Source: an optimization exercise on an open RTL-to-GDS flow (aim: small area and a short achievable clock period). Production flows keep margins and buffers that such runs may drop.
At most, simulation tests tie the RTL to the original design; equivalence was not proved.
Power figures rest on the tool's default switching activity, not on a simulated workload.

alpha:
Design ps2_key_event_queue, start of the top module:
module ps2_key_event_queue #(
  parameter int FIFO_DEPTH      = 8,
  parameter bit SUPPRESS_REPEAT = 1'b1,
  parameter bit IGNORE_CTRL     = 1'b1
) (
  input  logic                          clk,
  input  logic                          reset,
  input  logic [7:0]                    rx_data,
  input  logic                          rx_valid,
  input  logic                          rx_overflow,
  output logic [9:0]                    evt_data,
  output logic                          evt_valid,
  input  logic                          evt_ready,
  output logic [$clog2(FIFO_DEPTH):0]   evt_count,
  output logic                          drop_flag,
  input  logic                          drop_clr,
  output logic [8:0]                    keys_down,
  output logic [31:0]                   cur_key
);
Size in the first run: roughly 2400 cells after synthesis, roughly 650 flip-flops, about 71 I/O pins, about 0.026 mm² of cells after synthesis.
clock: 6.5 ns
lec_check: 0
cap_margin: 10
core_margin: 2
core_utilization: 40
cts_buf_list: sky130_fd_sc_hd__clkbuf_8
cts_cluster_diameter: 80
cts_cluster_size: 16
setup_slack_margin: 3.6
slew_margin: 10
synth_hierarchical: 1
tns_end_percent: 10
standard.sh (not shown) runs the stock make flow with config.mk's settings and CLKGATE_MAP_FILE= SYNTH_SCRIPT=/design/flow/synth_recipe.tcl, a recipe that flattens the netlist after the stock synthesis.
==> flow/flow/run.sh <==
#!/bin/bash
# Layout flow: the standard flow, with the port buffers made plain
# buffers (sky130_fd_sc_hd__buf_4) instead of the default delay-cell choice.
export BUFFER_PORTS_ARGS="-buffer_cell sky130_fd_sc_hd__buf_4"
bash standard.sh > standard.log 2>&1
## Diff of input files: beta against alpha
- SETUP_SLACK_MARGIN now 3.3, was 3.6
==> comparison <==
Compared beta vs alpha, and met1 track utilization from global routing is down in beta.
In terms of area of all sequential standard cells, alpha and beta differ only marginally.
For number of placed instances with taps included, beta and alpha come out practically identical.
beta ended up with met5 as its top layer reached by signal wires; alpha ended up with met4.
The average routed wire per standard cell of beta exceeds that of alpha by 0.76 µm.
alpha → beta: combinational share of power saw an increase, part of the power in the clock network went down by 0.2 points, internal power has decreased, number of non-clock buffers in the layout climbed about 14%.
beta: all stages complete, timing, DRC and antenna checks passed
Compare beta and alpha | weighted congestion at the end of routability-driven global placement higher: beta
[beta vs alpha] final worst slack: higher in beta
The met1 routed wirelength after detailed routing in beta was higher than what alpha gave.
No functional check of the RTL was part of any run of this note.

========
ps2_key_event_queue, a different RTL version from the one above (not shown whole).
Size in the first run: ~2,300 cells after synthesis, roughly 650 flip-flops, roughly 24,000 um^2 of cells after synthesis.
export LEC_CHECK = 0
export CAP_MARGIN = 0
export CORE_MARGIN = 2
export CORE_UTILIZATION = 40
export CTS_BUF_LIST = sky130_fd_sc_hd__clkbuf_8
export CTS_CLUSTER_DIAMETER = 80
export CTS_CLUSTER_SIZE = 16
export SETUP_SLACK_MARGIN = 3.0
export SLEW_MARGIN = 0
export SYNTH_HIERARCHICAL = 1
export TNS_END_PERCENT = 10
create_clock -name core_clock -period 6.5 [get_ports {clk}]
run.sh (not shown) runs the stock make flow with config.mk's settings and CLKGATE_MAP_FILE= SYNTH_SCRIPT=/design/flow/synth_recipe.tcl, a recipe that flattens the netlist after the stock synthesis.
Stock flow here: none of the scripts above is used.
==> next run, changes <==
- CTS_BUF_LIST: sky130_fd_sc_hd__clkbuf_8 -> sky130_fd_sc_hd__clkbuf_16
- CTS_CLUSTER_DIAMETER: 80 -> 120
- CTS_CLUSTER_SIZE: 16 -> 30
Final area stays flat.
Routed wire length grows by 1.2%.
First-iteration DRC count rises by about 10%.
Flip-flop and latch count does not change.
Setup slack degrades by 0.047 ns.
Global-route usage barely changes.
Combinational power hardly moves.
Core utilization is about the same.
Register-to-register slack gets worse by 0.04 ns.
Synthesized area is unchanged.
Via count increases by about 0.7%.
No functional check of the RTL was part of any run of this note.

========
the reference run:
Another version of the RTL of ps2_key_event_queue (not shown whole).
For scale: roughly 2400 cells after synthesis, ~650 flip-flops, roughly 71 I/O pins, roughly 0.026 mm^2 of cells after synthesis.
// ps2_key_event_queue
module ps2_key_event_queue #(
  parameter int FIFO_DEPTH      = 8,
  parameter bit SUPPRESS_REPEAT = 1'b1,
  parameter bit IGNORE_CTRL     = 1'b1
) (
  input  logic                          clk,
  input  logic                          reset,
  input  logic [7:0]                    rx_data,
  input  logic                          rx_valid,
  input  logic                          rx_overflow,
  output logic [9:0]                    evt_data,
  output logic                          evt_valid,
  input  logic                          evt_ready,
  output logic [$clog2(FIFO_DEPTH):0]   evt_count,
  output logic                          drop_flag,
  input  logic                          drop_clr,
  output logic [8:0]                    keys_down,
  output logic [31:0]                   cur_key
);
clock: 6.5 ns
lec_check: 0
cap_margin: 10
core_margin: 2
core_utilization: 60
cts_buf_list: sky130_fd_sc_hd__clkbuf_8
cts_cluster_diameter: 80
cts_cluster_size: 16
setup_slack_margin: 3.3
slew_margin: 10
synth_hierarchical: 1
tns_end_percent: 30
standard.sh (not shown) runs the stock make flow with config.mk's settings and CLKGATE_MAP_FILE= SYNTH_SCRIPT=/design/flow/synth_recipe.tcl, a recipe that flattens the netlist after the stock synthesis.
Scripts as last shown in full above: flow/flow/run.sh
The reference run has completed all stages; timing, DRC and antenna checks passed.
Edits applied to the flow inputs when going from the reference run to the trial run:
Settings: CORE_UTILIZATION: 60 -> 55; TNS_END_PERCENT: 30 -> 10.
==> run summary <==
Comparing the reference run and the trial run, signed area change from the synthesized netlist to the final layout is lower on the trial run.
Against the reference run as the reference, the trial run delivers a lower arrival time at the worst endpoint.
The higher final standard cell area without fillers came out of the reference run.
From the reference run to the trial run the numbers moved as follows: final worst slack shows an increase of 0.046 ns, share of the clock period used by the worst path shows a reduction of 0.70 points.
Combinational fraction of design power on the trial run is down relative to the reference run.
Via count | the trial run below the reference run
In the flow results for the reference run and the trial run, the sequential share of layout area is larger on the trial run.
The fraction of met1 tracks used by global routing in the trial run was lower than what the reference run gave.

========
ps2_key_event_queue again, from the RTL that the note above started with.
==> flow/design.v (excerpt) <==
module ps2_key_event_queue #(
  parameter int FIFO_DEPTH      = 8,
  parameter bit SUPPRESS_REPEAT = 1'b1,
  parameter bit IGNORE_CTRL     = 1'b1
) (
  input  logic                          clk,
  input  logic                          reset,
  input  logic [7:0]                    rx_data,
  input  logic                          rx_valid,
  input  logic                          rx_overflow,
  output logic [9:0]                    evt_data,
  output logic                          evt_valid,
  input  logic                          evt_ready,
  output logic [$clog2(FIFO_DEPTH):0]   evt_count,
  output logic                          drop_flag,
  input  logic                          drop_clr,
  output logic [8:0]                    keys_down,
  output logic [31:0]                   cur_key
);
clock: 6.5 ns
lec_check: 0
cap_margin: 10
core_margin: 2
core_utilization: 60
cts_buf_list: sky130_fd_sc_hd__clkbuf_8
cts_cluster_diameter: 80
cts_cluster_size: 16
setup_slack_margin: 3.2
slew_margin: 10
synth_hierarchical: 1
tns_end_percent: 10
Scripts as last shown in full above: flow/flow/run.sh
Edit:
CORE_UTILIZATION = 70   (was 60)
SETUP_SLACK_MARGIN = 3.3   (was 3.2)
=>
- first-iteration DRC count increases by roughly a tenth
- clock-buffer cell count decreases by 2
- setup slack gets better by 60 ps
- fmax increases slightly
- global-route usage increases by 4.1 points
- synthesized area does not change
- utilization increases by 14 points
- via count increases by a few percent
- die area decreases by about a fifth
- final area increases by a few percent
- register-to-register slack gets better by 20 ps
Edit:
CORE_UTILIZATION = 40   (was 70)
Utilization goes down by 35 points.
Via count fell by 5.6%.
Worst hold slack barely changes.
Count of clock-buffer cells in the layout came out higher by 4.
Sequential power is about the same.
Power hardly moves.
Die area goes up by 73%.
Wire length shrinks by 2.5%.
Edit:
CORE_UTILIZATION = 60   (was 40)
Die area goes down by 33%.
Utilization is higher by 23 points.
Count of clock-buffer cells in the layout falls by 2.

========
ps2_key_event_queue, a different RTL version from the one above (not shown whole).
Size in the first run: about 2,300 cells after synthesis, roughly 650 flip-flops, ~0.025 sq mm of cells after synthesis.
Settings: LEC_CHECK=0, CAP_MARGIN=0, CORE_MARGIN=2, CORE_UTILIZATION=40, CTS_BUF_LIST=sky130_fd_sc_hd__clkbuf_8, CTS_CLUSTER_DIAMETER=80, CTS_CLUSTER_SIZE=16, SETUP_SLACK_MARGIN=3.45, SLEW_MARGIN=0, SYNTH_HIERARCHICAL=1, TNS_END_PERCENT=10; clock period 6.5 ns.
Scripts as last shown in full above: flow/flow/run.sh
The starting point produced a clean layout.
Then changed:
==> flow/run.sh (new file) <==
#!/bin/bash
# synth_recipe.tcl (not shown) runs the flow's synth.tcl, then flattens the netlist and writes it again
# the make line also repeats each setting of config.mk as NAME=value (left out here)
make -C /OpenROAD-flow-scripts/flow DESIGN_CONFIG=/design/flow/config.mk WORK_HOME=/design/flow/orfs CLKGATE_MAP_FILE= SYNTH_SCRIPT=/design/flow/synth_recipe.tcl finish
--- a/flow/config.mk
+++ b/flow/config.mk
@@ -12,5 +12,5 @@
 export CTS_CLUSTER_DIAMETER = 80
 export CTS_CLUSTER_SIZE = 16
-export SETUP_SLACK_MARGIN = 3.45
+export SETUP_SLACK_MARGIN = 3.6
 export SLEW_MARGIN = 0
 export SYNTH_HIERARCHICAL = 1
removed: flow/flow/run.sh
removed: flow/standard.sh
Outcome:
- synthesized area stays the same
- hold slack gets better by 0.0048 ns
- non-clock buffer count came out higher by 96
- cell count grows by 3.0%
Then changed:
==> flow/flow/run.sh (new file) <==
#!/bin/bash
# Layout flow: the standard flow, with the port buffers made plain
# buffers (sky130_fd_sc_hd__buf_4) instead of the default delay-cell choice.
export BUFFER_PORTS_ARGS="-buffer_cell sky130_fd_sc_hd__buf_4"
bash standard.sh > standard.log 2>&1
==> flow/standard.sh (new file) <==
#!/bin/bash
# synth_recipe.tcl (not shown) runs the flow's synth.tcl, then flattens the netlist and writes it again
# the make line also repeats each setting of config.mk as NAME=value (left out here)
make -C /OpenROAD-flow-scripts/flow DESIGN_CONFIG=/design/flow/config.mk WORK_HOME=/design/flow/orfs CLKGATE_MAP_FILE= SYNTH_SCRIPT=/design/flow/synth_recipe.tcl "${@:-finish}"
--- a/flow/config.mk
+++ b/flow/config.mk
@@ -8,9 +8,9 @@
 export CAP_MARGIN = 0
 export CORE_MARGIN = 2
-export CORE_UTILIZATION = 40
+export CORE_UTILIZATION = 60
 export CTS_BUF_LIST = sky130_fd_sc_hd__clkbuf_8
 export CTS_CLUSTER_DIAMETER = 80
 export CTS_CLUSTER_SIZE = 16
-export SETUP_SLACK_MARGIN = 3.6
+export SETUP_SLACK_MARGIN = 3.3
 export SLEW_MARGIN = 0
 export SYNTH_HIERARCHICAL = 1
removed: flow/run.sh
Result: Sequential power barely changes; setup slack gets better by 0.10 ns; power goes down by 1.1%; routed wire length goes down by 11%; final area goes down by 9.2%; utilization goes up by 18 points.
Then changed:
==> flow/run.sh (new file) <==
#!/bin/bash
# synth_recipe.tcl (not shown) runs the flow's synth.tcl, then flattens the netlist and writes it again
# the make line also repeats each setting of config.mk as NAME=value (left out here)
make -C /OpenROAD-flow-scripts/flow DESIGN_CONFIG=/design/flow/config.mk WORK_HOME=/design/flow/orfs CLKGATE_MAP_FILE= SYNTH_SCRIPT=/design/flow/synth_recipe.tcl finish
--- a/flow/config.mk
+++ b/flow/config.mk
@@ -8,9 +8,9 @@
 export CAP_MARGIN = 0
 export CORE_MARGIN = 2
-export CORE_UTILIZATION = 60
+export CORE_UTILIZATION = 40
 export CTS_BUF_LIST = sky130_fd_sc_hd__clkbuf_8
 export CTS_CLUSTER_DIAMETER = 80
 export CTS_CLUSTER_SIZE = 16
-export SETUP_SLACK_MARGIN = 3.3
+export SETUP_SLACK_MARGIN = 3.0
 export SLEW_MARGIN = 0
 export SYNTH_HIERARCHICAL = 1
removed: flow/flow/run.sh
removed: flow/standard.sh
What happened: Synthesized cell count is unchanged; final cell count grows by about 9%; cell area shrinks by about 2%; die area grows by 49%; setup slack loses 0.28 ns; area after synthesis stays the same; power shrinks by 3.4%; routed wire length shrinks by about 7.5%; worst hold slack gains 0.0042 ns.

[afterwards: timing with drivers on the ports]
No port has a modelled driver above. Below, the same layouts with a new extraction and two added sets of constraints.
Step 1 assumes that a clkbuf_16 drives the clock port and a buf_2 every other input.
Step 2 adds t to the input delays and takes it off the output delays; t is the mean of the earliest and latest rising clock arrival at the registers after step 1. Input paths then give back, and output paths get back, about the clock's delay inside the block.
a / b / c = ideal ports / drivers / drivers and shift; a / b = the first two.
| run | t, ns | setup WS [ns] | clock arrival spread, ns |
|---|---|---|---|
| alpha | 0.732 | 2.923 / 2.796 / 2.064 | 0.056 / 0.057 |
| beta | 0.733 | 3.010 / 2.891 / 2.158 | 0.038 / 0.038 |
| the first run of note 2 | 0.724 | 2.234 / 2.234 / 1.509 | 0.055 / 0.055 |
| the second run of note 2 | 0.666 | 2.188 / 2.122 / 1.456 | 0.017 / 0.016 |
| the reference run | 0.716 | 3.156 / 3.009 / 2.293 | 0.038 / 0.038 |
| the trial run | 0.736 | 3.201 / 3.189 / 2.453 | 0.051 / 0.051 |
| the first run of note 4 | 0.726 | 3.181 / 3.166 / 2.440 | 0.034 / 0.034 |
| the second run of note 4 | 0.727 | 3.241 / 3.046 / 2.319 | 0.063 / 0.062 |
| the third run of note 4 | 0.713 | 3.132 / 2.914 / 2.202 | 0.058 / 0.059 |
| the fourth run of note 4 | 0.724 | 3.251 / 3.142 / 2.418 | 0.039 / 0.039 |
| the first run of note 5 | 0.734 | 3.153 / 3.015 / 2.281 | 0.052 / 0.051 |
| the second run of note 5 | 0.726 | 3.042 / 3.020 / 2.294 | 0.033 / 0.032 |
| the third run of note 5 | 0.712 | 3.144 / 2.983 / 2.271 | 0.045 / 0.045 |
| the fourth run of note 5 | 0.726 | 2.861 / 2.806 / 2.193 | 0.058 / 0.057 |
After both steps every run listed still meets setup and hold. The setup slack of the third run of note 4, which loses most, moves by -0.218 ns with the drivers and by -0.930 ns with both steps.
